This design comes from an exercise in tuning for small area on the open sky130 flow, not from production work. Function was checked by simulation only, so behaviour that the tests miss may differ from the original. Power and IR drop assume default switching activity.

Design riscv_core, start of the top module:
module riscv_core (
	input  logic        clk,
	input  logic        rst,
	input  logic [31:0] instr,
	output logic [31:0] pc,
	output logic        store_valid,
	output logic [31:0] store_addr,
	output logic [31:0] store_data
);
Size: ~10000 cells after synthesis, roughly 3100 flip-flops, roughly 130 I/O pins, ~120000 um^2 of cells after synthesis.
Settings: LEC_CHECK=0, CAP_MARGIN=20, CORE_MARGIN=2, CORE_UTILIZATION=50, SLEW_MARGIN=20, SYNTH_HIERARCHICAL=1; clock period 14.0 ns.
standard.sh (not shown) runs the stock make flow with config.mk's settings and CLKGATE_MAP_FILE= SYNTH_SCRIPT=/design/flow/synth_recipe.tcl, a recipe that flattens the netlist after the stock synthesis.
==> flow/flow/run.sh <==
#!/bin/bash
# Layout flow: the standard ORFS flow (standard.sh, with its standard synthesis) with two
# changes:
#  - ports are buffered with buf_1 instead of the default delay cell,
#  - clock tree synthesis inserts no dummy loads (sinks clustered 28 per leaf, 90 um).
# The full output of the ORFS run (every tool) is written to orfs_flow.log in this folder;
# ORFS also keeps each step's own log under orfs/logs/.
set -euo pipefail
export BUFFER_PORTS_ARGS="-buffer_cell sky130_fd_sc_hd__buf_1"
export CTS_ARGS="-sink_clustering_enable -repair_clock_nets -sink_clustering_size 28 -sink_clustering_max_diameter 90 -dont_use_dummy_load"
bash standard.sh finish > orfs_flow.log 2>&1
Edit:
--- a/flow/config.mk
+++ b/flow/config.mk
@@ -9,4 +9,5 @@
 export CORE_MARGIN = 2
 export CORE_UTILIZATION = 50
+export PLACE_DENSITY = 0.66
 export SLEW_MARGIN = 20
 export SYNTH_HIERARCHICAL = 1
The new run finished clean.
Wire length is higher by 0.90%.
Global-route usage is higher by 0.47 points.
Clock power barely changes.
Cell count is about the same.
Design area stays flat.
Non-clock buffer count is higher by 28.
Maximum frequency is higher by 7.4%.
Power stays flat.
Edit:
==> flow/flow/run.sh (replaced) <==
#!/bin/bash
# Layout flow: the standard ORFS flow (standard.sh, with its standard synthesis) with two
# changes:
#  - ports are buffered with buf_1 instead of the default delay cell,
#  - clock tree synthesis inserts no dummy loads (sinks clustered 26 per leaf, 90 um).
# The full output of the ORFS run (every tool) is written to orfs_flow.log in this folder;
# ORFS also keeps each step's own log under orfs/logs/.
set -euo pipefail
export BUFFER_PORTS_ARGS="-buffer_cell sky130_fd_sc_hd__buf_1"
export CTS_ARGS="-sink_clustering_enable -repair_clock_nets -sink_clustering_size 26 -sink_clustering_max_diameter 90 -dont_use_dummy_load"
bash standard.sh finish > orfs_flow.log 2>&1
--- a/flow/config.mk
+++ b/flow/config.mk
@@ -9,5 +9,4 @@
 export CORE_MARGIN = 2
 export CORE_UTILIZATION = 50
-export PLACE_DENSITY = 0.66
 export SLEW_MARGIN = 20
 export SYNTH_HIERARCHICAL = 1
Count of clock-buffer cells in the layout went up by 5.
Die area is unchanged.
Sequential share of layout area barely changes.
Design area stays flat.
Combinational power went down by about 3%.
Worst setup slack got worse by 850 ps.
Hold slack barely changes.

* * *

before:
riscv_core, a different RTL version from the one above (not shown whole).
Size in the first run: roughly 9500 cells after synthesis, about 3100 flip-flops, ~130 I/O pins.
clock: 14.0 ns
lec_check: 0
cap_margin: 20
core_margin: 2
core_utilization: 50
slew_margin: 20
synth_hierarchical: 1
==> flow/flow/run.sh <==
#!/bin/bash
# Layout flow: the standard ORFS flow (standard.sh, with its standard synthesis) with two
# changes:
#  - ports are buffered with buf_2 instead of the default delay cell,
#  - clock tree synthesis inserts no dummy loads (sinks clustered 25 per leaf, 60 um),
#  - after global routing, gates off the critical paths are downsized (RECOVER_POWER).
# The full output of the ORFS run (every tool) is written to orfs_flow.log in this folder;
# ORFS also keeps each step's own log under orfs/logs/.
set -euo pipefail
export BUFFER_PORTS_ARGS="-buffer_cell sky130_fd_sc_hd__buf_2"
export RECOVER_POWER=100
export CTS_ARGS="-sink_clustering_enable -repair_clock_nets -sink_clustering_size 25 -sink_clustering_max_diameter 60 -dont_use_dummy_load"
bash standard.sh finish > orfs_flow.log 2>&1
Every stage of before finished as expected; the final checks, on the other hand, flagged capacitance limit, slew limit, which means the layout fails.
Changes in after relative to before:
--- a/flow/flow/run.sh
+++ b/flow/flow/run.sh
@@ -5,2 +5 @@
-#  - clock tree synthesis inserts no dummy loads (sinks clustered 25 per leaf, 60 um),
-#  - after global routing, gates off the critical paths are downsized (RECOVER_POWER).
+#  - clock tree synthesis inserts no dummy loads (sinks clustered 25 per leaf, 60 um).
@@ -11 +9,0 @@
-export RECOVER_POWER=100
When after is measured against before, its final core utilization turns out 0.51 points higher. after completed; timing, DRC and antenna clean. Final cell count of after is on par with before. after against before: buffer and inverter count on the worst path lost 6, hold slack held steady, relative contribution of sequential cells to total power level, number of cells on the critical path now smaller.

[static timing again, ports no longer ideal]
In the flow no input, the clock included, has a driving cell. The finished layouts below were timed again as built, in two steps.
Step 1: set_driving_cell puts a clkbuf_16 on clk and a buf_2 on each other input, an assumption about the parent block.
Step 2 also shifts input and output timing later by t, the mid clock arrival at the registers, as if the neighbouring blocks saw the same clock.
Slacks: no drivers / after step 1 / after step 2; pairs: no drivers / after step 1.
run	t, ns	setup WS [ns]	latest minus earliest clock arrival (ns)	worst slew at a driven data input, ns
the first run of note 1	0.915	0.399 / 0.351 / 0.343	0.090 / 0.090	0.21
the second run of note 1	0.902	1.340 / 1.308 / 0.631	0.096 / 0.096	0.24
the third run of note 1	0.909	0.495 / 0.437 / 0.289	0.111 / 0.111	0.20
before	0.922	0.647 / 0.679 / -0.224	0.124 / 0.124	0.18
after	0.923	1.251 / 1.196 / 0.721	0.114 / 0.115	0.17
The setup slack of before, which loses most, moves by +0.032 ns with the drivers and by -0.871 ns with both steps.
